From an optimization exercise on the open Yosys and OpenROAD flow, aimed at small area and few clock cycles; shortcuts taken in it are not production practice. Where RTL was checked, it was by simulation tests only, not by an equivalence proof against the original. Function not checked in runs 1 and 4: the RTL went through the layout flow alone. Power and IR drop assume default switching activity.

`constraint.sdc`:
```
create_clock -name core_clock -period 6.0 [get_ports {clock}]
set_input_delay 1.2000 -clock core_clock [delete_from_list [all_inputs] [get_ports {clock}]]
set_output_delay 1.2000 -clock core_clock [all_outputs]
set_load 0.01 [all_outputs]
```
`run.sh`:
```
#!/bin/bash
# synth_recipe.tcl (not shown) runs the flow's synth.tcl, then flattens the netlist and writes it again
# the make line also repeats each setting of config.mk as NAME=value (left out here)
make -C /OpenROAD-flow-scripts/flow DESIGN_CONFIG=/design/flow/config.mk WORK_HOME=/design/flow/orfs CLKGATE_MAP_FILE= SYNTH_SCRIPT=/design/flow/synth_recipe.tcl finish
```
`config.mk`:
```
export PLATFORM = sky130hd
export DESIGN_NAME = stable_min_priority_queue
export DESIGN_NICKNAME = stable_min_priority_queue
export VERILOG_FILES = /design/flow/design.v
export SDC_FILE = /design/flow/constraint.sdc
export NUM_CORES = 4
export LEC_CHECK = 0
export CAP_MARGIN = 20
export CORE_MARGIN = 2
export CORE_UTILIZATION = 40
export SLEW_MARGIN = 20
export SYNTH_HIERARCHICAL = 1
export SYNTH_MINIMUM_KEEP_SIZE = 0
```
`design.v`:
```
`default_nettype none
package smpq_pkg;
   localparam int PRIO_W     = 64;
   localparam int OP_W       = 2;
   localparam int RSP_DATA_W = 16;
   localparam int REQ_DATA_W = PRIO_W + RSP_DATA_W;
   localparam int RSP_USER_W = 3;
   typedef enum logic [OP_W-1:0] {
      OP_PUSH = 2'd0,
      OP_POP  = 2'd1,
      OP_PEEK = 2'd2
   } op_type;
   typedef struct packed {
      logic push;
      logic pop;
   } cell_ctrl_type;
endpackage
`default_nettype wire
`default_nettype none
module smpq_cell
#(
   parameter int PAYLOAD_BITS = 16,
   parameter int RANK_W       = 4
) (
   input  wire logic                         clock,
   input  wire logic                         reset,
   input  smpq_pkg::cell_ctrl_type           ctrl,
   input  wire logic                         write,       
   input  wire logic [smpq_pkg::PRIO_W-1:0]  new_prio_n,  
   input  wire logic [PAYLOAD_BITS-1:0]      new_payload,
   input  wire logic [smpq_pkg::PRIO_W-1:0]  new_prio,
   input  wire logic [RANK_W-1:0]            new_rank,    
   output logic                              valid,
   output logic                              self_le,     
   output logic                              is_head,     
   output logic [PAYLOAD_BITS-1:0]           payload
);
   logic [smpq_pkg::PRIO_W-1:0] prio_ff;
   logic [PAYLOAD_BITS-1:0]     payload_ff;
   logic [RANK_W-1:0]           rank_ff;
   logic                        valid_ff;
   logic le;
   smpq_cmp u_cmp (.k(prio_ff), .n_n(new_prio_n), .le(le));
   assign self_le = valid_ff && le;
   assign is_head = valid_ff && (rank_ff == '0);
   assign valid   = valid_ff;
   assign payload = payload_ff;
   always_ff @(posedge clock) begin
      if (write) begin
         prio_ff    <= new_prio;
         payload_ff <= new_payload;
      end
   end
   always_ff @(posedge clock) begin
      if (write)
         rank_ff <= new_rank;
      else if (ctrl.push && !self_le)
         rank_ff <= rank_ff + 1'b1;
      else if (ctrl.pop)
         rank_ff <= rank_ff - 1'b1;
   end
   always_ff @(posedge clock) begin
      if (reset)
         valid_ff <= 1'b0;
      else if (write)
         valid_ff <= 1'b1;
      else if (ctrl.pop && is_head)
         valid_ff <= 1'b0;
   end
endmodule
`default_nettype wire
`default_nettype none
module smpq_cmp_leaf (
   input  wire logic k,     
   input  wire logic n_n,   
   output logic      g_n,   
   output logic      p_n    
);
   assign g_n = !(k && n_n);
   assign p_n = !(k || n_n);
endmodule
module smpq_cmp_leaf_g (
   input  wire logic k,
   input  wire logic n_n,
   output logic      g_n
);
   assign g_n = !(k && n_n);
endmodule
module smpq_cmp_node_ni (
   input  wire logic g_hi_n,
   input  wire logic p_hi_n,
   input  wire logic g_lo_n,
   input  wire logic p_lo_n,
   output logic      g,
   output logic      p
);
   assign g = !(g_hi_n && (p_hi_n || g_lo_n));
   assign p = !(p_hi_n || p_lo_n);
endmodule
module smpq_cmp_node_ni_g (
   input  wire logic g_hi_n,
   input  wire logic p_hi_n,
   input  wire logic g_lo_n,
   output logic      g
);
   assign g = !(g_hi_n && (p_hi_n || g_lo_n));
endmodule
module smpq_cmp_node_pn (
   input  wire logic g_hi,
   input  wire logic p_hi,
   input  wire logic g_lo,
   input  wire logic p_lo,
   output logic      g_n,
   output logic      p_n
);
   assign g_n = !(g_hi || (p_hi && g_lo));
   assign p_n = !(p_hi && p_lo);
endmodule
module smpq_cmp_node_pn_g (
   input  wire logic g_hi,
   input  wire logic p_hi,
   input  wire logic g_lo,
   output logic      g_n
);
   assign g_n = !(g_hi || (p_hi && g_lo));
endmodule
`default_nettype wire
`default_nettype none
module smpq_cmp (
   input  wire logic [63:0] k,     
   input  wire logic [63:0] n_n,   
   output logic             le     
);
   logic l_g_n_63;
   logic l_p_n_63;
   logic l_g_n_62;
   logic l_p_n_62;
   logic n1_g_62;
   logic n1_p_62;
   logic l_g_n_61;
   logic l_p_n_61;
   logic l_g_n_60;
   logic l_p_n_60;
   logic n1_g_60;
   logic n1_p_60;
   logic n2_g_n_60;
   logic n2_p_n_60;
   logic l_g_n_59;
   logic l_p_n_59;
   logic l_g_n_58;
   logic l_p_n_58;
   logic n1_g_58;
   logic n1_p_58;
   logic l_g_n_57;
   logic l_p_n_57;
   logic l_g_n_56;
   logic l_p_n_56;
   logic n1_g_56;
   logic n1_p_56;
   logic n2_g_n_56;
   logic n2_p_n_56;
   logic n3_g_56;
   logic n3_p_56;
   logic l_g_n_55;
   logic l_p_n_55;
   logic l_g_n_54;
   logic l_p_n_54;
   logic n1_g_54;
   logic n1_p_54;
   logic l_g_n_53;
   logic l_p_n_53;
   logic l_g_n_52;
   logic l_p_n_52;
   logic n1_g_52;
   logic n1_p_52;
   logic n2_g_n_52;
   logic n2_p_n_52;
   logic l_g_n_51;
   logic l_p_n_51;
   logic l_g_n_50;
   logic l_p_n_50;
   logic n1_g_50;
   logic n1_p_50;
   logic l_g_n_49;
   logic l_p_n_49;
   logic l_g_n_48;
   logic l_p_n_48;
   logic n1_g_48;
   logic n1_p_48;
   logic n2_g_n_48;
   logic n2_p_n_48;
   logic n3_g_48;
   logic n3_p_48;
   logic n4_g_n_48;
   logic n4_p_n_48;
   logic l_g_n_47;
   logic l_p_n_47;
   logic l_g_n_46;
   logic l_p_n_46;
   logic n1_g_46;
   logic n1_p_46;
   logic l_g_n_45;
   logic l_p_n_45;
   logic l_g_n_44;
   logic l_p_n_44;
   logic n1_g_44;
   logic n1_p_44;
   logic n2_g_n_44;
   logic n2_p_n_44;
   logic l_g_n_43;
   logic l_p_n_43;
   logic l_g_n_42;
   logic l_p_n_42;
   logic n1_g_42;
   logic n1_p_42;
   logic l_g_n_41;
   logic l_p_n_41;
   logic l_g_n_40;
   logic l_p_n_40;
   logic n1_g_40;
   logic n1_p_40;
   logic n2_g_n_40;
   logic n2_p_n_40;
   logic n3_g_40;
   logic n3_p_40;
   logic l_g_n_39;
   logic l_p_n_39;
   logic l_g_n_38;
   logic l_p_n_38;
   logic n1_g_38;
   logic n1_p_38;
   logic l_g_n_37;
   logic l_p_n_37;
   logic l_g_n_36;
   logic l_p_n_36;
   logic n1_g_36;
   logic n1_p_36;
   logic n2_g_n_36;
   logic n2_p_n_36;
   logic l_g_n_35;
   logic l_p_n_35;
   logic l_g_n_34;
   logic l_p_n_34;
   logic n1_g_34;
   logic n1_p_34;
   logic l_g_n_33;
   logic l_p_n_33;
   logic l_g_n_32;
   logic l_p_n_32;
   logic n1_g_32;
   logic n1_p_32;
   logic n2_g_n_32;
   logic n2_p_n_32;
   logic n3_g_32;
   logic n3_p_32;
   logic n4_g_n_32;
   logic n4_p_n_32;
   logic n5_g_32;
   logic n5_p_32;
   logic l_g_n_31;
   logic l_p_n_31;
   logic l_g_n_30;
   logic l_p_n_30;
   logic n1_g_30;
   logic n1_p_30;
   logic l_g_n_29;
   logic l_p_n_29;
   logic l_g_n_28;
   logic l_p_n_28;
   logic n1_g_28;
   logic n1_p_28;
   logic n2_g_n_28;
   logic n2_p_n_28;
   logic l_g_n_27;
   logic l_p_n_27;
   logic l_g_n_26;
   logic l_p_n_26;
   logic n1_g_26;
   logic n1_p_26;
   logic l_g_n_25;
   logic l_p_n_25;
   logic l_g_n_24;
   logic l_p_n_24;
   logic n1_g_24;
   logic n1_p_24;
   logic n2_g_n_24;
   logic n2_p_n_24;
   logic n3_g_24;
   logic n3_p_24;
   logic l_g_n_23;
   logic l_p_n_23;
   logic l_g_n_22;
   logic l_p_n_22;
   logic n1_g_22;
   logic n1_p_22;
   logic l_g_n_21;
   logic l_p_n_21;
   logic l_g_n_20;
   logic l_p_n_20;
   logic n1_g_20;
   logic n1_p_20;
   logic n2_g_n_20;
   logic n2_p_n_20;
   logic l_g_n_19;
   logic l_p_n_19;
   logic l_g_n_18;
   logic l_p_n_18;
   logic n1_g_18;
   logic n1_p_18;
   logic l_g_n_17;
   logic l_p_n_17;
   logic l_g_n_16;
   logic l_p_n_16;
   logic n1_g_16;
   logic n1_p_16;
   logic n2_g_n_16;
   logic n2_p_n_16;
   logic n3_g_16;
   logic n3_p_16;
   logic n4_g_n_16;
   logic n4_p_n_16;
   logic l_g_n_15;
   logic l_p_n_15;
   logic l_g_n_14;
   logic l_p_n_14;
   logic n1_g_14;
   logic n1_p_14;
   logic l_g_n_13;
   logic l_p_n_13;
   logic l_g_n_12;
   logic l_p_n_12;
   logic n1_g_12;
   logic n1_p_12;
   logic n2_g_n_12;
   logic n2_p_n_12;
   logic l_g_n_11;
   logic l_p_n_11;
   logic l_g_n_10;
   logic l_p_n_10;
   logic n1_g_10;
   logic n1_p_10;
   logic l_g_n_9;
   logic l_p_n_9;
   logic l_g_n_8;
   logic l_p_n_8;
   logic n1_g_8;
   logic n1_p_8;
   logic n2_g_n_8;
   logic n2_p_n_8;
   logic n3_g_8;
   logic n3_p_8;
   logic l_g_n_7;
   logic l_p_n_7;
   logic l_g_n_6;
   logic l_p_n_6;
   logic n1_g_6;
   logic n1_p_6;
   logic l_g_n_5;
   logic l_p_n_5;
   logic l_g_n_4;
   logic l_p_n_4;
   logic n1_g_4;
   logic n1_p_4;
   logic n2_g_n_4;
   logic n2_p_n_4;
   logic l_g_n_3;
   logic l_p_n_3;
   logic l_g_n_2;
   logic l_p_n_2;
   logic n1_g_2;
   logic n1_p_2;
   logic l_g_n_1;
   logic l_p_n_1;
   logic l_g_n_0;
   logic n1_g_0;
   logic n2_g_n_0;
   logic n3_g_0;
   logic n4_g_n_0;
   logic n5_g_0;
   logic n6_g_n_0;
   smpq_cmp_leaf u_l63 (.k(k[63]), .n_n(n_n[63]), .g_n(l_g_n_63), .p_n(l_p_n_63));
   smpq_cmp_leaf u_l62 (.k(k[62]), .n_n(n_n[62]), .g_n(l_g_n_62), .p_n(l_p_n_62));
   smpq_cmp_node_ni u_n0 (.g_hi_n(l_g_n_63), .p_hi_n(l_p_n_63), .g_lo_n(l_g_n_62), .p_lo_n(l_p_n_62), .g(n1_g_62), .p(n1_p_62));
   smpq_cmp_leaf u_l61 (.k(k[61]), .n_n(n_n[61]), .g_n(l_g_n_61), .p_n(l_p_n_61));
   smpq_cmp_leaf u_l60 (.k(k[60]), .n_n(n_n[60]), .g_n(l_g_n_60), .p_n(l_p_n_60));
   smpq_cmp_node_ni u_n1 (.g_hi_n(l_g_n_61), .p_hi_n(l_p_n_61), .g_lo_n(l_g_n_60), .p_lo_n(l_p_n_60), .g(n1_g_60), .p(n1_p_60));
   smpq_cmp_node_pn u_n2 (.g_hi(n1_g_62), .p_hi(n1_p_62), .g_lo(n1_g_60), .p_lo(n1_p_60), .g_n(n2_g_n_60), .p_n(n2_p_n_60));
   smpq_cmp_leaf u_l59 (.k(k[59]), .n_n(n_n[59]), .g_n(l_g_n_59), .p_n(l_p_n_59));
   smpq_cmp_leaf u_l58 (.k(k[58]), .n_n(n_n[58]), .g_n(l_g_n_58), .p_n(l_p_n_58));
   smpq_cmp_node_ni u_n3 (.g_hi_n(l_g_n_59), .p_hi_n(l_p_n_59), .g_lo_n(l_g_n_58), .p_lo_n(l_p_n_58), .g(n1_g_58), .p(n1_p_58));
   smpq_cmp_leaf u_l57 (.k(k[57]), .n_n(n_n[57]), .g_n(l_g_n_57), .p_n(l_p_n_57));
   smpq_cmp_leaf u_l56 (.k(k[56]), .n_n(n_n[56]), .g_n(l_g_n_56), .p_n(l_p_n_56));
   smpq_cmp_node_ni u_n4 (.g_hi_n(l_g_n_57), .p_hi_n(l_p_n_57), .g_lo_n(l_g_n_56), .p_lo_n(l_p_n_56), .g(n1_g_56), .p(n1_p_56));
   smpq_cmp_node_pn u_n5 (.g_hi(n1_g_58), .p_hi(n1_p_58), .g_lo(n1_g_56), .p_lo(n1_p_56), .g_n(n2_g_n_56), .p_n(n2_p_n_56));
   smpq_cmp_node_ni u_n6 (.g_hi_n(n2_g_n_60), .p_hi_n(n2_p_n_60), .g_lo_n(n2_g_n_56), .p_lo_n(n2_p_n_56), .g(n3_g_56), .p(n3_p_56));
   smpq_cmp_leaf u_l55 (.k(k[55]), .n_n(n_n[55]), .g_n(l_g_n_55), .p_n(l_p_n_55));
   smpq_cmp_leaf u_l54 (.k(k[54]), .n_n(n_n[54]), .g_n(l_g_n_54), .p_n(l_p_n_54));
   smpq_cmp_node_ni u_n7 (.g_hi_n(l_g_n_55), .p_hi_n(l_p_n_55), .g_lo_n(l_g_n_54), .p_lo_n(l_p_n_54), .g(n1_g_54), .p(n1_p_54));
   smpq_cmp_leaf u_l53 (.k(k[53]), .n_n(n_n[53]), .g_n(l_g_n_53), .p_n(l_p_n_53));
   smpq_cmp_leaf u_l52 (.k(k[52]), .n_n(n_n[52]), .g_n(l_g_n_52), .p_n(l_p_n_52));
   smpq_cmp_node_ni u_n8 (.g_hi_n(l_g_n_53), .p_hi_n(l_p_n_53), .g_lo_n(l_g_n_52), .p_lo_n(l_p_n_52), .g(n1_g_52), .p(n1_p_52));
   smpq_cmp_node_pn u_n9 (.g_hi(n1_g_54), .p_hi(n1_p_54), .g_lo(n1_g_52), .p_lo(n1_p_52), .g_n(n2_g_n_52), .p_n(n2_p_n_52));
   smpq_cmp_leaf u_l51 (.k(k[51]), .n_n(n_n[51]), .g_n(l_g_n_51), .p_n(l_p_n_51));
   smpq_cmp_leaf u_l50 (.k(k[50]), .n_n(n_n[50]), .g_n(l_g_n_50), .p_n(l_p_n_50));
   smpq_cmp_node_ni u_n10 (.g_hi_n(l_g_n_51), .p_hi_n(l_p_n_51), .g_lo_n(l_g_n_50), .p_lo_n(l_p_n_50), .g(n1_g_50), .p(n1_p_50));
   smpq_cmp_leaf u_l49 (.k(k[49]), .n_n(n_n[49]), .g_n(l_g_n_49), .p_n(l_p_n_49));
   smpq_cmp_leaf u_l48 (.k(k[48]), .n_n(n_n[48]), .g_n(l_g_n_48), .p_n(l_p_n_48));
   smpq_cmp_node_ni u_n11 (.g_hi_n(l_g_n_49), .p_hi_n(l_p_n_49), .g_lo_n(l_g_n_48), .p_lo_n(l_p_n_48), .g(n1_g_48), .p(n1_p_48));
   smpq_cmp_node_pn u_n12 (.g_hi(n1_g_50), .p_hi(n1_p_50), .g_lo(n1_g_48), .p_lo(n1_p_48), .g_n(n2_g_n_48), .p_n(n2_p_n_48));
   smpq_cmp_node_ni u_n13 (.g_hi_n(n2_g_n_52), .p_hi_n(n2_p_n_52), .g_lo_n(n2_g_n_48), .p_lo_n(n2_p_n_48), .g(n3_g_48), .p(n3_p_48));
   smpq_cmp_node_pn u_n14 (.g_hi(n3_g_56), .p_hi(n3_p_56), .g_lo(n3_g_48), .p_lo(n3_p_48), .g_n(n4_g_n_48), .p_n(n4_p_n_48));
   smpq_cmp_leaf u_l47 (.k(k[47]), .n_n(n_n[47]), .g_n(l_g_n_47), .p_n(l_p_n_47));
   smpq_cmp_leaf u_l46 (.k(k[46]), .n_n(n_n[46]), .g_n(l_g_n_46), .p_n(l_p_n_46));
   smpq_cmp_node_ni u_n15 (.g_hi_n(l_g_n_47), .p_hi_n(l_p_n_47), .g_lo_n(l_g_n_46), .p_lo_n(l_p_n_46), .g(n1_g_46), .p(n1_p_46));
   smpq_cmp_leaf u_l45 (.k(k[45]), .n_n(n_n[45]), .g_n(l_g_n_45), .p_n(l_p_n_45));
   smpq_cmp_leaf u_l44 (.k(k[44]), .n_n(n_n[44]), .g_n(l_g_n_44), .p_n(l_p_n_44));
   smpq_cmp_node_ni u_n16 (.g_hi_n(l_g_n_45), .p_hi_n(l_p_n_45), .g_lo_n(l_g_n_44), .p_lo_n(l_p_n_44), .g(n1_g_44), .p(n1_p_44));
   smpq_cmp_node_pn u_n17 (.g_hi(n1_g_46), .p_hi(n1_p_46), .g_lo(n1_g_44), .p_lo(n1_p_44), .g_n(n2_g_n_44), .p_n(n2_p_n_44));
   smpq_cmp_leaf u_l43 (.k(k[43]), .n_n(n_n[43]), .g_n(l_g_n_43), .p_n(l_p_n_43));
   smpq_cmp_leaf u_l42 (.k(k[42]), .n_n(n_n[42]), .g_n(l_g_n_42), .p_n(l_p_n_42));
   smpq_cmp_node_ni u_n18 (.g_hi_n(l_g_n_43), .p_hi_n(l_p_n_43), .g_lo_n(l_g_n_42), .p_lo_n(l_p_n_42), .g(n1_g_42), .p(n1_p_42));
   smpq_cmp_leaf u_l41 (.k(k[41]), .n_n(n_n[41]), .g_n(l_g_n_41), .p_n(l_p_n_41));
   smpq_cmp_leaf u_l40 (.k(k[40]), .n_n(n_n[40]), .g_n(l_g_n_40), .p_n(l_p_n_40));
   smpq_cmp_node_ni u_n19 (.g_hi_n(l_g_n_41), .p_hi_n(l_p_n_41), .g_lo_n(l_g_n_40), .p_lo_n(l_p_n_40), .g(n1_g_40), .p(n1_p_40));
   smpq_cmp_node_pn u_n20 (.g_hi(n1_g_42), .p_hi(n1_p_42), .g_lo(n1_g_40), .p_lo(n1_p_40), .g_n(n2_g_n_40), .p_n(n2_p_n_40));
   smpq_cmp_node_ni u_n21 (.g_hi_n(n2_g_n_44), .p_hi_n(n2_p_n_44), .g_lo_n(n2_g_n_40), .p_lo_n(n2_p_n_40), .g(n3_g_40), .p(n3_p_40));
   smpq_cmp_leaf u_l39 (.k(k[39]), .n_n(n_n[39]), .g_n(l_g_n_39), .p_n(l_p_n_39));
   smpq_cmp_leaf u_l38 (.k(k[38]), .n_n(n_n[38]), .g_n(l_g_n_38), .p_n(l_p_n_38));
   smpq_cmp_node_ni u_n22 (.g_hi_n(l_g_n_39), .p_hi_n(l_p_n_39), .g_lo_n(l_g_n_38), .p_lo_n(l_p_n_38), .g(n1_g_38), .p(n1_p_38));
   smpq_cmp_leaf u_l37 (.k(k[37]), .n_n(n_n[37]), .g_n(l_g_n_37), .p_n(l_p_n_37));
   smpq_cmp_leaf u_l36 (.k(k[36]), .n_n(n_n[36]), .g_n(l_g_n_36), .p_n(l_p_n_36));
   smpq_cmp_node_ni u_n23 (.g_hi_n(l_g_n_37), .p_hi_n(l_p_n_37), .g_lo_n(l_g_n_36), .p_lo_n(l_p_n_36), .g(n1_g_36), .p(n1_p_36));
   smpq_cmp_node_pn u_n24 (.g_hi(n1_g_38), .p_hi(n1_p_38), .g_lo(n1_g_36), .p_lo(n1_p_36), .g_n(n2_g_n_36), .p_n(n2_p_n_36));
   smpq_cmp_leaf u_l35 (.k(k[35]), .n_n(n_n[35]), .g_n(l_g_n_35), .p_n(l_p_n_35));
   smpq_cmp_leaf u_l34 (.k(k[34]), .n_n(n_n[34]), .g_n(l_g_n_34), .p_n(l_p_n_34));
   smpq_cmp_node_ni u_n25 (.g_hi_n(l_g_n_35), .p_hi_n(l_p_n_35), .g_lo_n(l_g_n_34), .p_lo_n(l_p_n_34), .g(n1_g_34), .p(n1_p_34));
   smpq_cmp_leaf u_l33 (.k(k[33]), .n_n(n_n[33]), .g_n(l_g_n_33), .p_n(l_p_n_33));
   smpq_cmp_leaf u_l32 (.k(k[32]), .n_n(n_n[32]), .g_n(l_g_n_32), .p_n(l_p_n_32));
   smpq_cmp_node_ni u_n26 (.g_hi_n(l_g_n_33), .p_hi_n(l_p_n_33), .g_lo_n(l_g_n_32), .p_lo_n(l_p_n_32), .g(n1_g_32), .p(n1_p_32));
   smpq_cmp_node_pn u_n27 (.g_hi(n1_g_34), .p_hi(n1_p_34), .g_lo(n1_g_32), .p_lo(n1_p_32), .g_n(n2_g_n_32), .p_n(n2_p_n_32));
   smpq_cmp_node_ni u_n28 (.g_hi_n(n2_g_n_36), .p_hi_n(n2_p_n_36), .g_lo_n(n2_g_n_32), .p_lo_n(n2_p_n_32), .g(n3_g_32), .p(n3_p_32));
   smpq_cmp_node_pn u_n29 (.g_hi(n3_g_40), .p_hi(n3_p_40), .g_lo(n3_g_32), .p_lo(n3_p_32), .g_n(n4_g_n_32), .p_n(n4_p_n_32));
   smpq_cmp_node_ni u_n30 (.g_hi_n(n4_g_n_48), .p_hi_n(n4_p_n_48), .g_lo_n(n4_g_n_32), .p_lo_n(n4_p_n_32), .g(n5_g_32), .p(n5_p_32));
   smpq_cmp_leaf u_l31 (.k(k[31]), .n_n(n_n[31]), .g_n(l_g_n_31), .p_n(l_p_n_31));
   smpq_cmp_leaf u_l30 (.k(k[30]), .n_n(n_n[30]), .g_n(l_g_n_30), .p_n(l_p_n_30));
   smpq_cmp_node_ni u_n31 (.g_hi_n(l_g_n_31), .p_hi_n(l_p_n_31), .g_lo_n(l_g_n_30), .p_lo_n(l_p_n_30), .g(n1_g_30), .p(n1_p_30));
   smpq_cmp_leaf u_l29 (.k(k[29]), .n_n(n_n[29]), .g_n(l_g_n_29), .p_n(l_p_n_29));
   smpq_cmp_leaf u_l28 (.k(k[28]), .n_n(n_n[28]), .g_n(l_g_n_28), .p_n(l_p_n_28));
   smpq_cmp_node_ni u_n32 (.g_hi_n(l_g_n_29), .p_hi_n(l_p_n_29), .g_lo_n(l_g_n_28), .p_lo_n(l_p_n_28), .g(n1_g_28), .p(n1_p_28));
   smpq_cmp_node_pn u_n33 (.g_hi(n1_g_30), .p_hi(n1_p_30), .g_lo(n1_g_28), .p_lo(n1_p_28), .g_n(n2_g_n_28), .p_n(n2_p_n_28));
   smpq_cmp_leaf u_l27 (.k(k[27]), .n_n(n_n[27]), .g_n(l_g_n_27), .p_n(l_p_n_27));
   smpq_cmp_leaf u_l26 (.k(k[26]), .n_n(n_n[26]), .g_n(l_g_n_26), .p_n(l_p_n_26));
   smpq_cmp_node_ni u_n34 (.g_hi_n(l_g_n_27), .p_hi_n(l_p_n_27), .g_lo_n(l_g_n_26), .p_lo_n(l_p_n_26), .g(n1_g_26), .p(n1_p_26));
   smpq_cmp_leaf u_l25 (.k(k[25]), .n_n(n_n[25]), .g_n(l_g_n_25), .p_n(l_p_n_25));
   smpq_cmp_leaf u_l24 (.k(k[24]), .n_n(n_n[24]), .g_n(l_g_n_24), .p_n(l_p_n_24));
   smpq_cmp_node_ni u_n35 (.g_hi_n(l_g_n_25), .p_hi_n(l_p_n_25), .g_lo_n(l_g_n_24), .p_lo_n(l_p_n_24), .g(n1_g_24), .p(n1_p_24));
   smpq_cmp_node_pn u_n36 (.g_hi(n1_g_26), .p_hi(n1_p_26), .g_lo(n1_g_24), .p_lo(n1_p_24), .g_n(n2_g_n_24), .p_n(n2_p_n_24));
   smpq_cmp_node_ni u_n37 (.g_hi_n(n2_g_n_28), .p_hi_n(n2_p_n_28), .g_lo_n(n2_g_n_24), .p_lo_n(n2_p_n_24), .g(n3_g_24), .p(n3_p_24));
   smpq_cmp_leaf u_l23 (.k(k[23]), .n_n(n_n[23]), .g_n(l_g_n_23), .p_n(l_p_n_23));
   smpq_cmp_leaf u_l22 (.k(k[22]), .n_n(n_n[22]), .g_n(l_g_n_22), .p_n(l_p_n_22));
   smpq_cmp_node_ni u_n38 (.g_hi_n(l_g_n_23), .p_hi_n(l_p_n_23), .g_lo_n(l_g_n_22), .p_lo_n(l_p_n_22), .g(n1_g_22), .p(n1_p_22));
   smpq_cmp_leaf u_l21 (.k(k[21]), .n_n(n_n[21]), .g_n(l_g_n_21), .p_n(l_p_n_21));
   smpq_cmp_leaf u_l20 (.k(k[20]), .n_n(n_n[20]), .g_n(l_g_n_20), .p_n(l_p_n_20));
   smpq_cmp_node_ni u_n39 (.g_hi_n(l_g_n_21), .p_hi_n(l_p_n_21), .g_lo_n(l_g_n_20), .p_lo_n(l_p_n_20), .g(n1_g_20), .p(n1_p_20));
   smpq_cmp_node_pn u_n40 (.g_hi(n1_g_22), .p_hi(n1_p_22), .g_lo(n1_g_20), .p_lo(n1_p_20), .g_n(n2_g_n_20), .p_n(n2_p_n_20));
   smpq_cmp_leaf u_l19 (.k(k[19]), .n_n(n_n[19]), .g_n(l_g_n_19), .p_n(l_p_n_19));
   smpq_cmp_leaf u_l18 (.k(k[18]), .n_n(n_n[18]), .g_n(l_g_n_18), .p_n(l_p_n_18));
   smpq_cmp_node_ni u_n41 (.g_hi_n(l_g_n_19), .p_hi_n(l_p_n_19), .g_lo_n(l_g_n_18), .p_lo_n(l_p_n_18), .g(n1_g_18), .p(n1_p_18));
   smpq_cmp_leaf u_l17 (.k(k[17]), .n_n(n_n[17]), .g_n(l_g_n_17), .p_n(l_p_n_17));
   smpq_cmp_leaf u_l16 (.k(k[16]), .n_n(n_n[16]), .g_n(l_g_n_16), .p_n(l_p_n_16));
   smpq_cmp_node_ni u_n42 (.g_hi_n(l_g_n_17), .p_hi_n(l_p_n_17), .g_lo_n(l_g_n_16), .p_lo_n(l_p_n_16), .g(n1_g_16), .p(n1_p_16));
   smpq_cmp_node_pn u_n43 (.g_hi(n1_g_18), .p_hi(n1_p_18), .g_lo(n1_g_16), .p_lo(n1_p_16), .g_n(n2_g_n_16), .p_n(n2_p_n_16));
   smpq_cmp_node_ni u_n44 (.g_hi_n(n2_g_n_20), .p_hi_n(n2_p_n_20), .g_lo_n(n2_g_n_16), .p_lo_n(n2_p_n_16), .g(n3_g_16), .p(n3_p_16));
   smpq_cmp_node_pn u_n45 (.g_hi(n3_g_24), .p_hi(n3_p_24), .g_lo(n3_g_16), .p_lo(n3_p_16), .g_n(n4_g_n_16), .p_n(n4_p_n_16));
   smpq_cmp_leaf u_l15 (.k(k[15]), .n_n(n_n[15]), .g_n(l_g_n_15), .p_n(l_p_n_15));
   smpq_cmp_leaf u_l14 (.k(k[14]), .n_n(n_n[14]), .g_n(l_g_n_14), .p_n(l_p_n_14));
   smpq_cmp_node_ni u_n46 (.g_hi_n(l_g_n_15), .p_hi_n(l_p_n_15), .g_lo_n(l_g_n_14), .p_lo_n(l_p_n_14), .g(n1_g_14), .p(n1_p_14));
   smpq_cmp_leaf u_l13 (.k(k[13]), .n_n(n_n[13]), .g_n(l_g_n_13), .p_n(l_p_n_13));
   smpq_cmp_leaf u_l12 (.k(k[12]), .n_n(n_n[12]), .g_n(l_g_n_12), .p_n(l_p_n_12));
   smpq_cmp_node_ni u_n47 (.g_hi_n(l_g_n_13), .p_hi_n(l_p_n_13), .g_lo_n(l_g_n_12), .p_lo_n(l_p_n_12), .g(n1_g_12), .p(n1_p_12));
   smpq_cmp_node_pn u_n48 (.g_hi(n1_g_14), .p_hi(n1_p_14), .g_lo(n1_g_12), .p_lo(n1_p_12), .g_n(n2_g_n_12), .p_n(n2_p_n_12));
   smpq_cmp_leaf u_l11 (.k(k[11]), .n_n(n_n[11]), .g_n(l_g_n_11), .p_n(l_p_n_11));
   smpq_cmp_leaf u_l10 (.k(k[10]), .n_n(n_n[10]), .g_n(l_g_n_10), .p_n(l_p_n_10));
   smpq_cmp_node_ni u_n49 (.g_hi_n(l_g_n_11), .p_hi_n(l_p_n_11), .g_lo_n(l_g_n_10), .p_lo_n(l_p_n_10), .g(n1_g_10), .p(n1_p_10));
   smpq_cmp_leaf u_l9 (.k(k[9]), .n_n(n_n[9]), .g_n(l_g_n_9), .p_n(l_p_n_9));
   smpq_cmp_leaf u_l8 (.k(k[8]), .n_n(n_n[8]), .g_n(l_g_n_8), .p_n(l_p_n_8));
   smpq_cmp_node_ni u_n50 (.g_hi_n(l_g_n_9), .p_hi_n(l_p_n_9), .g_lo_n(l_g_n_8), .p_lo_n(l_p_n_8), .g(n1_g_8), .p(n1_p_8));
   smpq_cmp_node_pn u_n51 (.g_hi(n1_g_10), .p_hi(n1_p_10), .g_lo(n1_g_8), .p_lo(n1_p_8), .g_n(n2_g_n_8), .p_n(n2_p_n_8));
   smpq_cmp_node_ni u_n52 (.g_hi_n(n2_g_n_12), .p_hi_n(n2_p_n_12), .g_lo_n(n2_g_n_8), .p_lo_n(n2_p_n_8), .g(n3_g_8), .p(n3_p_8));
   smpq_cmp_leaf u_l7 (.k(k[7]), .n_n(n_n[7]), .g_n(l_g_n_7), .p_n(l_p_n_7));
   smpq_cmp_leaf u_l6 (.k(k[6]), .n_n(n_n[6]), .g_n(l_g_n_6), .p_n(l_p_n_6));
   smpq_cmp_node_ni u_n53 (.g_hi_n(l_g_n_7), .p_hi_n(l_p_n_7), .g_lo_n(l_g_n_6), .p_lo_n(l_p_n_6), .g(n1_g_6), .p(n1_p_6));
   smpq_cmp_leaf u_l5 (.k(k[5]), .n_n(n_n[5]), .g_n(l_g_n_5), .p_n(l_p_n_5));
   smpq_cmp_leaf u_l4 (.k(k[4]), .n_n(n_n[4]), .g_n(l_g_n_4), .p_n(l_p_n_4));
   smpq_cmp_node_ni u_n54 (.g_hi_n(l_g_n_5), .p_hi_n(l_p_n_5), .g_lo_n(l_g_n_4), .p_lo_n(l_p_n_4), .g(n1_g_4), .p(n1_p_4));
   smpq_cmp_node_pn u_n55 (.g_hi(n1_g_6), .p_hi(n1_p_6), .g_lo(n1_g_4), .p_lo(n1_p_4), .g_n(n2_g_n_4), .p_n(n2_p_n_4));
   smpq_cmp_leaf u_l3 (.k(k[3]), .n_n(n_n[3]), .g_n(l_g_n_3), .p_n(l_p_n_3));
   smpq_cmp_leaf u_l2 (.k(k[2]), .n_n(n_n[2]), .g_n(l_g_n_2), .p_n(l_p_n_2));
   smpq_cmp_node_ni u_n56 (.g_hi_n(l_g_n_3), .p_hi_n(l_p_n_3), .g_lo_n(l_g_n_2), .p_lo_n(l_p_n_2), .g(n1_g_2), .p(n1_p_2));
   smpq_cmp_leaf u_l1 (.k(k[1]), .n_n(n_n[1]), .g_n(l_g_n_1), .p_n(l_p_n_1));
   smpq_cmp_leaf_g u_l0 (.k(k[0]), .n_n(n_n[0]), .g_n(l_g_n_0));
   smpq_cmp_node_ni_g u_n57 (.g_hi_n(l_g_n_1), .p_hi_n(l_p_n_1), .g_lo_n(l_g_n_0), .g(n1_g_0));
   smpq_cmp_node_pn_g u_n58 (.g_hi(n1_g_2), .p_hi(n1_p_2), .g_lo(n1_g_0), .g_n(n2_g_n_0));
   smpq_cmp_node_ni_g u_n59 (.g_hi_n(n2_g_n_4), .p_hi_n(n2_p_n_4), .g_lo_n(n2_g_n_0), .g(n3_g_0));
   smpq_cmp_node_pn_g u_n60 (.g_hi(n3_g_8), .p_hi(n3_p_8), .g_lo(n3_g_0), .g_n(n4_g_n_0));
   smpq_cmp_node_ni_g u_n61 (.g_hi_n(n4_g_n_16), .p_hi_n(n4_p_n_16), .g_lo_n(n4_g_n_0), .g(n5_g_0));
   smpq_cmp_node_pn_g u_n62 (.g_hi(n5_g_32), .p_hi(n5_p_32), .g_lo(n5_g_0), .g_n(n6_g_n_0));
   assign le = n6_g_n_0;
endmodule
`default_nettype wire
`default_nettype none
module stable_min_priority_queue
#(
   parameter int DEPTH        = 16,
   parameter int PAYLOAD_BITS = 16
) (
   input  wire logic                  clock,
   input  wire logic                  reset,
   input  wire logic                  req_tvalid,
   output logic                       req_tready,
   input  wire logic [smpq_pkg::REQ_DATA_W-1:0] req_tdata,   
   input  wire logic [smpq_pkg::OP_W-1:0]       req_tuser,   
   output logic                       rsp_tvalid,
   input  wire logic                  rsp_tready,
   output logic [smpq_pkg::RSP_DATA_W-1:0]      rsp_tdata,   
   output logic [smpq_pkg::RSP_USER_W-1:0]      rsp_tuser    
);
   localparam int RANK_W = $clog2(DEPTH);
   localparam int CNT_W  = $clog2(DEPTH + 1);
   logic             is_empty, is_full, last_one;
   logic                    accept;
   smpq_pkg::op_type        op;
   logic [smpq_pkg::PRIO_W-1:0] req_prio, req_prio_n;
   logic [PAYLOAD_BITS-1:0] req_payload;
   smpq_pkg::cell_ctrl_type ctrl;
   logic [DEPTH-1:0]        valid, cell_le, cell_head, free_sel, write;
   logic [PAYLOAD_BITS-1:0] cell_payload [DEPTH];
   logic [PAYLOAD_BITS-1:0] head_payload;
   logic [CNT_W-1:0]        le_count;
   logic [RANK_W-1:0]       new_rank;
   logic                  rsp_valid_ff, rsp_valid_in;
   logic [smpq_pkg::RSP_DATA_W-1:0] rsp_data_ff, rsp_data_in;
   logic [smpq_pkg::RSP_USER_W-1:0] rsp_user_ff, rsp_user_in;
   logic                  res_valid, res_empty, res_dropped;
   assign is_empty = (valid == '0);
   assign is_full  = (valid == '1);
   assign last_one = ((valid & ~cell_head) == '0);
   assign req_tready = !rsp_valid_ff || rsp_tready;
   assign accept     = req_tvalid && req_tready;
   assign op          = smpq_pkg::op_type'(req_tuser);
   assign req_prio    = req_tdata[smpq_pkg::PRIO_W-1:0];
   assign req_prio_n  = ~req_prio;
   assign req_payload = req_tdata[smpq_pkg::PRIO_W +: PAYLOAD_BITS];
   always_comb begin
      ctrl        = '0;
      res_valid   = 1'b0;
      res_dropped = 1'b0;
      res_empty   = is_empty;
      case (op)
         smpq_pkg::OP_PUSH: begin
            if (is_full) begin
               res_dropped = 1'b1;
            end else begin
               ctrl.push = accept;
               res_empty = 1'b0;
            end
         end
         smpq_pkg::OP_POP: begin
            if (!is_empty) begin
               ctrl.pop  = accept;
               res_valid = 1'b1;
               res_empty = last_one;
            end
         end
         smpq_pkg::OP_PEEK: begin
            res_valid = !is_empty;
         end
         default: begin
         end
      endcase
   end
   always_comb begin
      free_sel = '0;
      for (int i = DEPTH - 1; i >= 0; i--)
         if (!valid[i]) free_sel = DEPTH'(1) << i;
   end
   assign write = ctrl.push ? free_sel : '0;
   always_comb begin
      le_count = '0;
      for (int i = 0; i < DEPTH; i++) le_count = le_count + CNT_W'(cell_le[i]);
   end
   assign new_rank = le_count[RANK_W-1:0];
   for (genvar i = 0; i < DEPTH; i++) begin : g_cell
      smpq_cell #(
         .PAYLOAD_BITS(PAYLOAD_BITS),
         .RANK_W      (RANK_W)
      ) u_cell (
         .clock      (clock),
         .reset      (reset),
         .ctrl       (ctrl),
         .write      (write[i]),
         .new_prio_n (req_prio_n),
         .new_payload(req_payload),
         .new_prio   (req_prio),
         .new_rank   (new_rank),
         .valid      (valid[i]),
         .self_le    (cell_le[i]),
         .is_head    (cell_head[i]),
         .payload    (cell_payload[i])
      );
   end
   always_comb begin
      head_payload = '0;
      for (int i = 0; i < DEPTH; i++)
         head_payload = head_payload | (cell_head[i] ? cell_payload[i] : '0);
   end
   always_comb begin
      rsp_valid_in = rsp_valid_ff;
      rsp_data_in  = rsp_data_ff;
      rsp_user_in  = rsp_user_ff;
      if (accept) begin
         rsp_valid_in = 1'b1;
         rsp_data_in  = res_valid ? head_payload[smpq_pkg::RSP_DATA_W-1:0] : '0;
         rsp_user_in  = {res_dropped, res_empty, res_valid};
      end else if (rsp_tready) begin
         rsp_valid_in = 1'b0;
      end
   end
   always_ff @(posedge clock) begin
      if (reset) begin
         rsp_valid_ff <= 1'b0;
      end else begin
         rsp_valid_ff <= rsp_valid_in;
      end
   end
   always_ff @(posedge clock) begin
      rsp_data_ff <= rsp_data_in;
      rsp_user_ff <= rsp_user_in;
   end
   assign rsp_tvalid = rsp_valid_ff;
   assign rsp_tdata  = rsp_data_ff;
   assign rsp_tuser  = rsp_user_ff;
endmodule
`default_nettype wire
```
==> run summary, run 1 <==
vias in the first global route 46310; leakage 29.07 nW; Via Count 48150; critical path's slowest cell fa_1; Post-synth EDFFs 1363; main flop type after synthesis edfxtp_1; Area contributors post-synth edfxtp_1, nor2_1, o21ai_2, nand2_1, a21oi_2; most used cell, CP fa_1; Hold WC Path Type flip-flop to flip-flop; library cell with the highest instance count after synthesis nor2_1; Area Growth Syn to Fin 23.47%; Yosys warning count 9; Die H 411.4 microns; Reg2Reg Depth 24; Fin Clk Skew 53.83 ps; Routed Antenna Nets 0; WL final 184800 microns; Reg-to-Reg End g_cell[11].u_cell.rank_ff[1]; Port Buffer Count 106; cells after synthesis 6111; worst hold path startpoint rsp_valid_ff; first-pass GRT wire length 275400 microns; fillcell total 14490; status no timing/DRC/antenna violations; Post-Route Utilization 0.4968; Cells on Worst Hold Path 2; Worst EP arrival 6390 ps; Core Box Area 0.1650 sq mm; CP max stage delay 540 ps; setup ws final 127.4 ps; GPL Wtd Cong 0.8634; Inserted Clock Buffers 156; post-synthesis sequential area ratio 0.6216; crit end category flip-flop; Tot GR Track Use 0.2153; sum of negative setup slack 0 ps; largest driver fanout on the critical path 16; RR Startpoint g_cell[9].u_cell.prio_ff[15]; period utilization 0.9788; area of the die 0.1693 sq mm; H-tree depth 4; die width 411.4 microns; critical path type input port to flip-flop; vias per cell 5.204; final setup fails 0; CTS Sinks 1380; Synth cell types 46; layout cells sized above 1 0.3047; wire per inst 19.98 microns; top cell type's share of synthesized area 0.6165; Fmax achieved 170.3 MHz; Avg Cell Area, Syn 10.86 sq um; DRC 0; worst-margin pin slew 944.1 ps; DP Worst Slack -1258 ps; PD cells 269.5 mW/mm^2; Slew HR 0.3687; syn nets 6263; Post-Syn Area 0.06639 sq mm; CTS max path bufs 3; Ports 107; Startpoint Class input port; CTS tree done; antenna diode count 0; initial DRC count 3596; R2R setup slack 570 ps; asr flop ratio synth 0; peak supply drop 0.0002712 V; clk root buf clkbuf_16; clock latency on the worst-skew pair 790 ps; largest net degree at the start of global routing 82; Layout Nets 7088; total power draw 22.09 mW; final hold vios 0; initial antenna violation count 0; worst hold endpoint rsp_valid_ff; hpwl dp 121200 microns; Yosys top cell by area edfxtp_1; register bit total from synthesis 1380; std cell rows 149; number of max-cap violations 0; grt ovf 0; Initial Util 0.4024; Req. time, crit path 6520 ps; clk slew on worst S/H paths 60 ps; max-slew violations 0; DRT Pass-1 Iters 22; Min Clock Period, post-route 5873 ps; Synth top cells by count nor2_1, nand2_1, edfxtp_1
cell usage in the layout (no fill, tap or decap), types with 49 or more instances in the layout:
cell | netlist | routed
clkbuf_16 | 0 | 163
inv_1 | 115 | 49
nand2_1 | 1382 | 1365
nor2_2 | 0 | 116
buf_12 | 0 | 76
o21ai_2 | 624 | 633
clkinvlp_4 | 0 | 70
nor2_1 | 1655 | 1517
buf_4 | 0 | 477
a21oi_2 | 336 | 323
edfxtp_1 | 1363 | 1363
Yosys stat by module, one instance, submodules excluded, excerpt:
module,times used,cell area (sq um),cells inside
smpq_cmp_leaf,1008,7.507,2
smpq_cmp_leaf_g,16,3.754,1
smpq_cmp_node_ni,624,12.51,2
smpq_cmp_node_ni_g,48,5.005,1
smpq_cmp_node_pn,288,12.51,2
smpq_cmp_node_pn_g,48,8.758,1
stable_min_priority_queue,1,3114,399
worst max-delay path by stage:
stage / end / depth (start not counted) / from
after global routing: g_cell[2].u_cell.rank_ff[1] / 26 / req_tdata[7]
after CTS: g_cell[14].u_cell.rank_ff[1] / 26 / req_tdata[42]
after floorplan: g_cell[11].u_cell.rank_ff[1] / 8 / req_tuser[0]
after global placement: g_cell[2].u_cell.rank_ff[1] / 26 / req_tdata[6]
after detailed placement: g_cell[9].u_cell.rank_ff[1] / 26 / req_tdata[6]
final: g_cell[11].u_cell.rank_ff[1] / 26 / req_tdata[7]
layout make-up:
cell class | count | area [sq um] | area share
repair inverters | 12 | 77.57 | 0.0009463
repair buffers | 704 | 6751 | 0.08236
well taps | 2189 | 2739 | 0.03341
clock buffers | 189 | 4059 | 0.04951
clock inverters | 96 | 1036 | 0.01264
inverters | 115 | 653.1 | 0.007967
multi-input cells | 4567 | 25390 | 0.3097
flip-flops and latches | 1380 | 41270 | 0.5034
registers in the layout, summed over array words and instances (netlist names):
name,flops
g_cell.u_cell.prio_ff,1024
g_cell.u_cell.payload_ff,256
g_cell.u_cell.rank_ff,64
g_cell.u_cell.valid_ff,16
rsp_data_ff,16
rsp_user_ff,3
rsp_valid_ff,1
timing repair:
| action | 4_1_cts | 5_1_grt |
|---|---|---|
| hold buffers | 0 | 0 |
| pin swaps | 29 | 71 |
| endpoints found under the setup margin | 48 | 48 |
| gates cloned | 11 | 9 |
| setup buffers | 65 | 34 |
| resized for setup | 155 | 261 |
stage by stage:
step,hold WS [ps],cell area [sq um],instances
final,633.9,81970,9252
after global routing,665.3,81970,9252
after CTS,644.4,81000,9209
after detailed placement,634.4,74910,8848
after global placement,622.9,74910,8848
after floorplan,571.9,66770,6111
report_power, final:
group,switching (mW),internal [mW]
Clock,4.01,5.51
Sequential,0.0273,10.6
Combinational,1.15,0.744
cells by family after synthesis:
| group | Yosys count | share of synthesized area |
|---|---|---|
| AND/OR/NAND/NOR | 3160 | 0.1847 |
| flip-flops | 1380 | 0.6216 |
| AO/OA/AOI/OAI | 1275 | 0.1598 |
| buffers and inverters | 164 | 0.009272 |
| adder cells (fa/ha/maj) | 66 | 0.01538 |
| XOR/XNOR | 50 | 0.006596 |
| multiplexers | 16 | 0.002714 |
routing by layer:
metal | track usage | part of all wire | vias to the layer above
met3 | 0.02791 | 0.053 | 305
met5 | 0 | 0 | -
met4 | 0.08046 | 0.035 | 0
met2 | 0.3669 | 0.49 | 1283
met1 | 0.2800 | 0.42 | 23420
li1 | - | - | 23140
critical path, delay by kind of cell:
kind                       cells  cell delay (ps)
muxes                          1              260
buffers and inverters         11             1090
and+or+nand+nor                3              380
adders and majority gates      6             2680
AOI/OAI and AO/OA              5              760
==> run 2: changes to the inputs <==
--- a/design.v
+++ b/design.v
@@ -22,3 +22,4 @@
    parameter int PAYLOAD_BITS = 16,
-   parameter int RANK_W       = 4
+   parameter int RANK_W       = 4,
+   parameter bit WRITE_PORT   = 1'b0
 ) (
@@ -32,6 +33,14 @@
    input  wire logic [RANK_W-1:0]            new_rank,    
+   input  wire logic [smpq_pkg::PRIO_W-1:0]  prev_prio,
+   input  wire logic [PAYLOAD_BITS-1:0]      prev_payload,
+   input  wire logic [RANK_W-1:0]            prev_rank,
+   input  wire logic                         prev_valid,
+   input  wire logic                         prev_le,
+   input  wire logic                         prev_head,
+   output logic [smpq_pkg::PRIO_W-1:0]       prio,
+   output logic [PAYLOAD_BITS-1:0]           payload,
+   output logic [RANK_W-1:0]                 rank,
    output logic                              valid,
    output logic                              self_le,     
-   output logic                              is_head,     
-   output logic [PAYLOAD_BITS-1:0]           payload
+   output logic                              is_head      
 );
@@ -41,2 +50,3 @@
    logic                        valid_ff;
+   logic                        take;
    logic le;
@@ -45,8 +55,14 @@
    assign is_head = valid_ff && (rank_ff == '0);
-   assign valid   = valid_ff;
+   assign prio    = prio_ff;
    assign payload = payload_ff;
+   assign rank    = rank_ff;
+   assign valid   = valid_ff;
+   assign take = WRITE_PORT && write;
    always_ff @(posedge clock) begin
-      if (write) begin
+      if (take) begin
          prio_ff    <= new_prio;
          payload_ff <= new_payload;
+      end else begin
+         prio_ff    <= prev_prio;
+         payload_ff <= prev_payload;
       end
@@ -54,8 +70,10 @@
    always_ff @(posedge clock) begin
-      if (write)
+      if (take)
          rank_ff <= new_rank;
-      else if (ctrl.push && !self_le)
-         rank_ff <= rank_ff + 1'b1;
+      else if (ctrl.push && !prev_le)
+         rank_ff <= prev_rank + 1'b1;
       else if (ctrl.pop)
-         rank_ff <= rank_ff - 1'b1;
+         rank_ff <= prev_rank - 1'b1;
+      else
+         rank_ff <= prev_rank;
    end
@@ -64,6 +82,6 @@
          valid_ff <= 1'b0;
-      else if (write)
+      else if (take)
          valid_ff <= 1'b1;
-      else if (ctrl.pop && is_head)
-         valid_ff <= 1'b0;
+      else
+         valid_ff <= prev_valid && !(ctrl.pop && prev_head);
    end
@@ -514,3 +532,4 @@
    parameter int DEPTH        = 16,
-   parameter int PAYLOAD_BITS = 16
+   parameter int PAYLOAD_BITS = 16,
+   parameter int WRITE_STRIDE = 2      
 ) (
@@ -535,4 +554,7 @@
    smpq_pkg::cell_ctrl_type ctrl;
-   logic [DEPTH-1:0]        valid, cell_le, cell_head, free_sel, write;
+   logic [DEPTH-1:0]        valid, cell_le, cell_head, free_in, free_sel, write;
+   logic                    push_wait;
+   logic [smpq_pkg::PRIO_W-1:0] cell_prio [DEPTH];
    logic [PAYLOAD_BITS-1:0] cell_payload [DEPTH];
+   logic [RANK_W-1:0]       cell_rank [DEPTH];
    logic [PAYLOAD_BITS-1:0] head_payload;
@@ -547,3 +569,4 @@
    assign last_one = ((valid & ~cell_head) == '0);
-   assign req_tready = !rsp_valid_ff || rsp_tready;
+   assign push_wait  = (op == smpq_pkg::OP_PUSH) && !is_full && (free_in == '0);
+   assign req_tready = (!rsp_valid_ff || rsp_tready) && !push_wait;
    assign accept     = req_tvalid && req_tready;
@@ -582,5 +605,7 @@
    always_comb begin
+      for (int i = 0; i < DEPTH; i++)
+         free_in[i] = (i % WRITE_STRIDE == 0) && !valid[(i + DEPTH - 1) % DEPTH];
       free_sel = '0;
       for (int i = DEPTH - 1; i >= 0; i--)
-         if (!valid[i]) free_sel = DEPTH'(1) << i;
+         if (free_in[i]) free_sel = DEPTH'(1) << i;
    end
@@ -593,18 +618,28 @@
    for (genvar i = 0; i < DEPTH; i++) begin : g_cell
+      localparam int P = (i + DEPTH - 1) % DEPTH;
       smpq_cell #(
          .PAYLOAD_BITS(PAYLOAD_BITS),
-         .RANK_W      (RANK_W)
+         .RANK_W      (RANK_W),
+         .WRITE_PORT  (i % WRITE_STRIDE == 0)
       ) u_cell (
-         .clock      (clock),
-         .reset      (reset),
-         .ctrl       (ctrl),
-         .write      (write[i]),
-         .new_prio_n (req_prio_n),
-         .new_payload(req_payload),
-         .new_prio   (req_prio),
-         .new_rank   (new_rank),
-         .valid      (valid[i]),
-         .self_le    (cell_le[i]),
-         .is_head    (cell_head[i]),
-         .payload    (cell_payload[i])
+         .clock       (clock),
+         .reset       (reset),
+         .ctrl        (ctrl),
+         .write       (write[i]),
+         .new_prio_n  (req_prio_n),
+         .new_payload (req_payload),
+         .new_prio    (req_prio),
+         .new_rank    (new_rank),
+         .prev_prio   (cell_prio[P]),
+         .prev_payload(cell_payload[P]),
+         .prev_rank   (cell_rank[P]),
+         .prev_valid  (valid[P]),
+         .prev_le     (cell_le[P]),
+         .prev_head   (cell_head[P]),
+         .prio        (cell_prio[i]),
+         .payload     (cell_payload[i]),
+         .rank        (cell_rank[i]),
+         .valid       (valid[i]),
+         .self_le     (cell_le[i]),
+         .is_head     (cell_head[i])
       );
--- a/config.mk
+++ b/config.mk
@@ -7,6 +7,7 @@
 export LEC_CHECK = 0
-export CAP_MARGIN = 20
+export CAP_MARGIN = 5
 export CORE_MARGIN = 2
-export CORE_UTILIZATION = 40
-export SLEW_MARGIN = 20
+export CORE_UTILIZATION = 60
+export CTS_BUF_LIST = sky130_fd_sc_hd__clkbuf_4 sky130_fd_sc_hd__clkbuf_8
+export SLEW_MARGIN = 5
 export SYNTH_HIERARCHICAL = 1
==> run summary, run 2 <==
status no timing/DRC/antenna violations; PD cells 312.1 mW/mm^2; clock latency on the worst-skew pair 920 ps; DRC 0; hpwl dp 120100 microns; period utilization 0.9727; area of the die 0.1041 sq mm; Layout Nets 7780; Non-Filler Instances 9189; GPL Wtd Cong 0.8952; cells after synthesis 6930; syn nets 7066; Hold Slack 337.9 ps; initial DRC count 2973; peak supply drop 0.0002202 V; Yosys warning count 12; most common cell after layout, fill and taps aside nor2_1; Die H 322.7 microns; vias in the first global route 47970; H-tree depth 4; Area Growth Syn to Fin 20.29%; Routed Antenna Nets 0; initial antenna violation count 2; vias per cell 5.429; Core Box Area 0.1004 sq mm; placed cell count 8768; Startpoint Class input port; first-pass GRT wire length 261200 microns; CTS max path bufs 3; die width 322.7 microns; Inserted Clock Buffers 219; Fin Clk Skew 32.43 ps; Req. time, crit path 6800 ps; WL final 167500 microns; Tot GR Track Use 0.3191; final hold vios 0; Port Buffer Count 106; Fmax achieved 171.3 MHz; Post-Syn Area 0.06095 sq mm; largest net degree at the start of global routing 66; CTS Sinks 1380; clk root buf clkbuf_8; Hold WC Path Type flip-flop to flip-flop; Min Clock Period, post-route 5836 ps; CTS tree done; DRT Pass-1 Iters 6; Worst EP arrival 6640 ps; leakage 29.43 nW; Ports 107; max-slew violations 0; Hold Buf Count CTS 0; max reg flops 1024; Post-Route Utilization 0.7300; largest driver fanout on the critical path 20; Initial Util 0.6068; wire per inst 18.23 microns; number of max-cap violations 0; biggest regs g_cell.u_cell.prio_ff (1024), g_cell.u_cell.payload_ff (256), g_cell.u_cell.rank_ff (64); layout cells sized above 1 0.3410; worst-margin pin slew 1225 ps; most frequent cells in the layout nor2_1, nand2_1, dfxtp_1; Avg Cell Area, Syn 8.795 sq um; Via Count 49890; grt ovf 0; final setup fails 0; Slew HR 0.1831; critical path type input port to flip-flop; Biggest register g_cell.u_cell.prio_ff; std cell rows 116; clk slew on worst S/H paths 60 ps; crit end category flip-flop
## run 2: final cells by class
| class | count | area (sq um) |
|---|---|---|
| Timing Repair Buffer | 606 | 5738 |
| Sequential cell | 1380 | 27820 |
| Inverter | 148 | 641.9 |
| Clock inverter | 34 | 331.6 |
| Tap cell | 1357 | 1698 |
| Antenna cell | 1 | 2.502 |
| Multi-Input combinational cell | 5289 | 32440 |
| Clock buffer | 374 | 4653 |
| Fill cell | 7757 | 27120 |
## run 2: through the flow
step	setup WS (ps)	TNS [ps]	power (mW)	instance area (sq um)
CTS	1.907	0	22.96	72950
finish	163.6	0	22.88	73320
global placement	-1259	-30450	14.06	67920
floorplan	0.2482	0	12.94	61120
global route	-5.165	-5.165	23.88	73320
detailed placement	-1343	-31860	14.15	67920
## run 2: path summary, 6_finish.rpt
kind                           startpoint                            to  slack, ps  cells past startpoint
min reg2reg  g_cell[8].u_cell.prio_ff[15]  g_cell[9].u_cell.prio_ff[15]        340                      0
max                         req_tdata[31]  g_cell[12].u_cell.rank_ff[2]        160                     25
max reg2reg  g_cell[7].u_cell.prio_ff[63]  g_cell[12].u_cell.rank_ff[2]        820                     22
min          g_cell[8].u_cell.prio_ff[15]  g_cell[9].u_cell.prio_ff[15]        340                      0
## run 2: worst max-delay path, cell delays in order
cell,delay [ps]
clkdlybuf4s50_1,540
clkinvlp_4,120
buf_12,160
nor2_1,170
nor2_1,100
a21oi_2,150
o21ai_2,100
a21oi_2,260
o21ai_2,110
a21oi_2,120
and2_4,150
inv_1,50
fa_1,490
inv_1,50
fa_1,460
fa_1,520
inv_1,50
fa_1,470
inv_1,40
ha_1,220
fa_2,420
xor2_2,170
buf_4,160
inv_1,50
a221oi_2,260
## run 2: power breakdown
group / internal [mW] / leakage (nW) / switching (mW)
Sequential: 10.1 / 11.4 / 0.777
Clock: 5.02 / 2.67 / 3.82
Combinational: 1.45 / 15.3 / 1.76
## run 2: repair_timing
action	4_1_cts	5_1_grt
pin swaps	0	16
endpoints found under the setup margin	24	16
resized for setup	6	97
setup buffers	3	9
## run 2: routing by layer
| metal | track usage | vias to the layer above | part of all wire |
|---|---|---|---|
| met1 | 0.4217 | 23480 | 0.45 |
| met4 | 0.1346 | 2 | 0.040 |
| li1 | - | 24740 | - |
| met3 | 0.04288 | 361 | 0.051 |
| met2 | 0.5251 | 1297 | 0.46 |
| met5 | 0 | - | 0.000084 |
Testbench counts of run 2, summed over its fixed seeds: cycles 12,516.
==> run 3: changes to the inputs <==
--- a/config.mk
+++ b/config.mk
@@ -7,7 +7,6 @@
 export LEC_CHECK = 0
-export CAP_MARGIN = 5
+export CAP_MARGIN = 20
 export CORE_MARGIN = 2
-export CORE_UTILIZATION = 60
-export CTS_BUF_LIST = sky130_fd_sc_hd__clkbuf_4 sky130_fd_sc_hd__clkbuf_8
-export SLEW_MARGIN = 5
+export CORE_UTILIZATION = 40
+export SLEW_MARGIN = 20
 export SYNTH_HIERARCHICAL = 1
==> run summary, run 3 <==
status no timing/DRC/antenna violations; CP max stage delay 530 ps; CTS max path bufs 3; GPL Wtd Cong 0.8751; CTS Sinks 1380; max reg flops 1024; Routed Antenna Nets 0; Tot GR Track Use 0.2194; Cells on Worst Hold Path 0; Worst EP arrival 6550 ps; initial antenna violation count 4; critical path's slowest cell clkdlybuf4s50_1; clk root buf clkbuf_16; period utilization 0.9728; WL final 173600 microns; H-tree depth 4; CTS tree done; Port Buffer Count 106; Yosys warning count 12; FF+latch area 0.02782 sq mm; crit end category flip-flop; Multi-input gate area 0.03252 sq mm; most frequent cells in the layout nor2_1, nand2_1, dfxtp_1; final hold vios 0; first-pass GRT wire length 269200 microns; Die H 394.4 microns; R2R setup slack 960 ps; Reg2Reg Depth 23; PD cells 316.5 mW/mm^2; critical path type input port to flip-flop; wire per inst 17.93 microns; Hold WC Path Type flip-flop to flip-flop; Area Growth Syn to Fin 21.35%; Fin Clk Skew 44.59 ps; Hold Slack 326.7 ps; Hold Buf Count CTS 0; grt ovf 0; Min Clock Period, post-route 5837 ps; worst-margin pin slew 1138 ps; std cell rows 143; Via Count 48880; Layout Nets 7677; Slew HR 0.2416; final setup fails 0; largest net degree at the start of global routing 105; Avg Cell Area, Syn 8.795 sq um; largest driver fanout on the critical path 19; vias per cell 5.049; biggest regs g_cell.u_cell.prio_ff (1024), g_cell.u_cell.payload_ff (256), g_cell.u_cell.rank_ff (64); Inserted Clock Buffers 151; area of the die 0.1555 sq mm; Ports 107; placed cell count 9409; clock latency on the worst-skew pair 810 ps; fillcell total 14190; Biggest register g_cell.u_cell.prio_ff; peak supply drop 0.0002186 V; syn nets 7066; most used cell, CP inv_1; Non-Filler Instances 9682; Initial Util 0.4022; vias in the first global route 47720; leakage 28.99 nW; number of max-cap violations 0; most common cell after layout, fill and taps aside nor2_1; Fmax achieved 171.3 MHz; layout cells sized above 1 0.3232; Startpoint Class input port; cells after synthesis 6930; hpwl dp 123300 microns; initial DRC count 2970; die width 394.4 microns; clk slew on worst S/H paths 60 ps; DRC 0; Req. time, crit path 6720 ps; max-slew violations 0; Post-Syn Area 0.06095 sq mm; DRT Pass-1 Iters 6; Core Box Area 0.1515 sq mm
run 3: cell count changes in the layout (fill, tap and decap cells not counted), sizes merged, moves of 2 or more:
cell	delta
buf	-36
bufinv	+3
clkbuf	-162
clkinv	+14
clkinvlp	+5
diode	+2
dlygate4sd2	+5
dlymetal6s2s	-6
inv	-6
run 3: where the power goes:
group          internal (mW)  switching [mW]
logic                   1.44            1.77
registers               10.1           0.784
clock network           5.35            4.01
run 3: metrics by stage:
stage	power (mW)	util	setup TNS [ps]	cell area, sq um	worst slack (ps)
after CTS	23.57	0.4856	0	73590	1.090
after detailed placement	14.17	0.4519	-26120	68480	-1111
after global placement	14.09	0.4519	-24270	68480	-1023
final	23.41	0.4880	0	73960	163.3
after floorplan	12.94	-	0	61120	0.2482
after global routing	24.49	0.4880	-64.85	73960	-19.03
run 3: worst max-delay path, delay by kind of cell:
kind	cells	cell delay, ps
xor+xnor	1	160
compound gates	7	1090
buf+inv	10	1390
simple gates	2	220
fa+ha+maj	6	2490
run 3: layout make-up:
type / instances / share of cell area
inverters: 148 / 0.008729
diodes: 3 / 0.0001015
repair inverters: 1 / 0.00006767
well taps: 2030 / 0.03434
repair buffers: 570 / 0.07293
multi-input cells: 5289 / 0.4397
flip-flops and latches: 1380 / 0.3761
clock buffers: 212 / 0.05852
clock inverters: 49 / 0.009524
run 3: worst paths after layout:
check / to / start
worst max-delay path: g_cell[0].u_cell.rank_ff[2] / req_tdata[47]
worst min-delay path: g_cell[15].u_cell.prio_ff[10] / g_cell[14].u_cell.prio_ff[10]
worst max register to register: g_cell[0].u_cell.rank_ff[2] / g_cell[1].u_cell.prio_ff[55]
worst min register to register: g_cell[15].u_cell.prio_ff[10] / g_cell[14].u_cell.prio_ff[10]
run 3: layer usage:
layer,global-route usage,vias up,wire [microns]
met5,0,-,13
li1,-,24520,-
met4,0.08511,2,6057
met3,0.02993,307,7398
met1,0.2860,23010,78320
met2,0.3670,1045,81810
run 3: repair_timing:
item	in CTS	in global routing
gates resized for setup	16	98
cloned	1	0
pin swaps	10	22
setup buffers	3	5
endpoints found under the setup margin	20	24
==> run 4: changes to the inputs <==
--- a/design.v
+++ b/design.v
@@ -114,3 +114,3 @@
 );
-   assign g = !(g_hi_n && (p_hi_n || g_lo_n));
+   smpq_cmp_node_ni_g u_g (.g_hi_n(g_hi_n), .p_hi_n(p_hi_n), .g_lo_n(g_lo_n), .g(g));
    assign p = !(p_hi_n || p_lo_n);
@@ -133,3 +133,3 @@
 );
-   assign g_n = !(g_hi || (p_hi && g_lo));
+   smpq_cmp_node_pn_g u_g (.g_hi(g_hi), .p_hi(p_hi), .g_lo(g_lo), .g_n(g_n));
    assign p_n = !(p_hi && p_lo);
==> run summary, run 4 <==
status no timing/DRC/antenna violations; fillcell total 13440; Area Growth Syn to Fin 22.17%; wire per inst 18.49 microns; Inserted Clock Buffers 148; largest driver fanout on the critical path 15; die width 386.8 microns; hpwl dp 123200 microns; Post-Route Utilization 0.4919; Cells on Worst Hold Path 0; largest net degree at the start of global routing 94; max-slew violations 0; Avg Cell Area, Syn 8.457 sq um; Die H 386.8 microns; WL final 176900 microns; GPL Wtd Cong 0.9000; DRC 0; first-pass GRT wire length 270900 microns; clock latency on the worst-skew pair 800 ps; Biggest register g_cell.u_cell.prio_ff; Via Count 49600; clk root buf clkbuf_16; area of the die 0.1496 sq mm; vias in the first global route 48270; R2R setup slack 830 ps; CTS max path bufs 3; CTS tree done; setup ws final 133.5 ps; Worst EP arrival 6560 ps; initial antenna violation count 4; biggest regs g_cell.u_cell.prio_ff (1024), g_cell.u_cell.payload_ff (256), g_cell.u_cell.rank_ff (64); most common cell after layout, fill and taps aside nor2_1; critical path type input port to flip-flop; Fmax achieved 170.5 MHz; crit end category flip-flop; Slew HR 0.2200; H-tree depth 4; Fin Clk Skew 36.50 ps; cells after synthesis 6930; Routed Antenna Nets 0; Port Buffer Count 106; Req. time, crit path 6700 ps; Hold WC Path Type flip-flop to flip-flop; syn nets 7066; Yosys warning count 12; worst hold path startpoint g_cell[14].u_cell.prio_ff[17]; leakage 28.08 nW; Reg-to-Reg End g_cell[8].u_cell.rank_ff[2]; CTS Sinks 1380; grt ovf 0; max reg flops 1024; Min Clock Period, post-route 5866 ps; PD cells 320.2 mW/mm^2; Post-Syn Area 0.05861 sq mm; period utilization 0.9777; Reg2Reg Depth 21; clk slew on worst S/H paths 60 ps; worst-margin pin slew 1170 ps; std cell rows 140; Core Box Area 0.1456 sq mm; DP Worst Slack -1218 ps; worst hold endpoint g_cell[15].u_cell.prio_ff[17]; Tot GR Track Use 0.2301; Hold Buf Count CTS 0; final setup fails 0; peak supply drop 0.0002073 V; number of max-cap violations 0; Startpoint Class input port; initial DRC count 3568; Finished Cell Area 0.07160 sq mm; Layout Nets 7672; final hold vios 0; vias per cell 5.181; RR Startpoint g_cell[7].u_cell.prio_ff[43]; Initial Util 0.4026; layout cells sized above 1 0.2429; most frequent cells in the layout nor2_1, nand2_1, dfxtp_1; Placed Area 0.06585 sq mm; DRT Pass-1 Iters 6; Ports 107
## run 4: per-stage QoR
step	std cells	hold WS [ps]	power (mW)	TNS [ps]
6_report	9572	343.5	22.93	0
5_1_grt	9572	349.3	23.92	-19.74
4_1_cts	9563	343.8	23.00	0
3_5_place_dp	9295	337.6	13.93	-30370
3_3_place_gp	9295	333.6	13.86	-29130
2_1_floorplan	6930	331.1	12.71	0
## run 4: where the power goes
part           internal (mW)  switching [mW]  total, mW
sequential              10.1           0.777       10.8
clock                   5.12            3.93       9.05
combinational           1.37            1.68       3.04
## run 4: worst max-delay path by stage
stage	to	cells after the start	from
after floorplan	g_cell[0].u_cell.rank_ff[2]	22	req_tdata[7]
after global placement	g_cell[4].u_cell.rank_ff[2]	25	req_tdata[7]
after detailed placement	g_cell[14].u_cell.rank_ff[2]	25	req_tdata[7]
after CTS	g_cell[12].u_cell.rank_ff[2]	26	req_tdata[14]
after global routing	g_cell[6].u_cell.rank_ff[2]	25	req_tdata[21]
final	g_cell[8].u_cell.rank_ff[2]	24	req_tdata[46]
## run 4: repair_timing
item,4_1_cts,5_1_grt
cloned,0,3
buffers inserted,2,3
endpoints found under the setup margin,24,24
resized for setup,47,212
pin swaps,15,47
## run 4: critical path, cell delays in order
cell and delay [ps]:
clkdlybuf4s50_1 430, inv_2 130, buf_12 160, nor2_1 50, nor2_1 160, nand2_1 160
nor2_2 280, a21oi_2 90, buf_4 140, o21ai_1 220, a21oi_4 60, and2_4 150
fa_1 560, fa_1 440, fa_1 510, inv_1 50, fa_1 470, inv_1 50
ha_2 190, fa_2 380, xor2_2 170, buf_4 160, inv_1 40, a221oi_1 270
## run 4: final cells by class
cell class	instances	area, sq um	area share
clock inverters	40	550.5	0.007689
flip-flops and latches	1380	27820	0.3885
repair buffers	569	5539	0.07736
multi-input cells	5289	30410	0.4248
well taps	1917	2399	0.03350
diodes	3	7.507	0.0001048
clock buffers	226	4288	0.05988
inverters	148	588.1	0.008213
## run 4: routing by layer
| layer | vias to the layer above | part of all wire | global-route usage |
|---|---|---|---|
| met1 | 23410 | 0.44 | 0.2960 |
| met5 | - | 0 | 0 |
| met4 | 0 | 0.035 | 0.08906 |
| met2 | 1283 | 0.47 | 0.3896 |
| li1 | 24550 | - | - |
| met3 | 350 | 0.050 | 0.03183 |

[re-timing with driven ports]
The results above use ideal ports. As a check the final layouts listed here were re-extracted and re-timed, cells and wires unchanged.
Step 1 sets driving cells, clkbuf_16 on the clock port and buf_2 on the other inputs (assumed; they add their load-dependent delay and slew).
Step 2 adds t to the input delays and takes it off the output delays; t is the mean of the earliest and latest rising clock arrival at the registers after step 1. Input paths then give back, and output paths get back, about the clock's delay inside the block.
Slacks: ideal / step 1 / step 2; pairs: ideal / step 1.
run | t (ns) | slack for setup (ns) | hold WS [ns] | worst data-port slew with drivers (ns) | cell pins on the clock port's net
run 1 | 0.849 | 0.127 / 0.185 / -0.664 | 0.634 / 0.634 / 0.634 | 0.07 | 1
run 2 | 0.966 | 0.164 / 0.200 / -0.766 | 0.338 / 0.338 / 0.338 | 0.08 | 1
run 3 | 0.871 | 0.163 / 0.134 / -0.737 | 0.327 / 0.327 / 0.327 | 0.11 | 1
run 4 | 0.867 | 0.134 / 0.169 / -0.697 | 0.344 / 0.344 / 0.344 | 0.09 | 1
Met with ideal ports but missed after step 2: setup timing in every run listed. For run 2, which loses most, drivers alone change the setup slack by +0.036 ns; drivers and shift together by -0.930 ns.
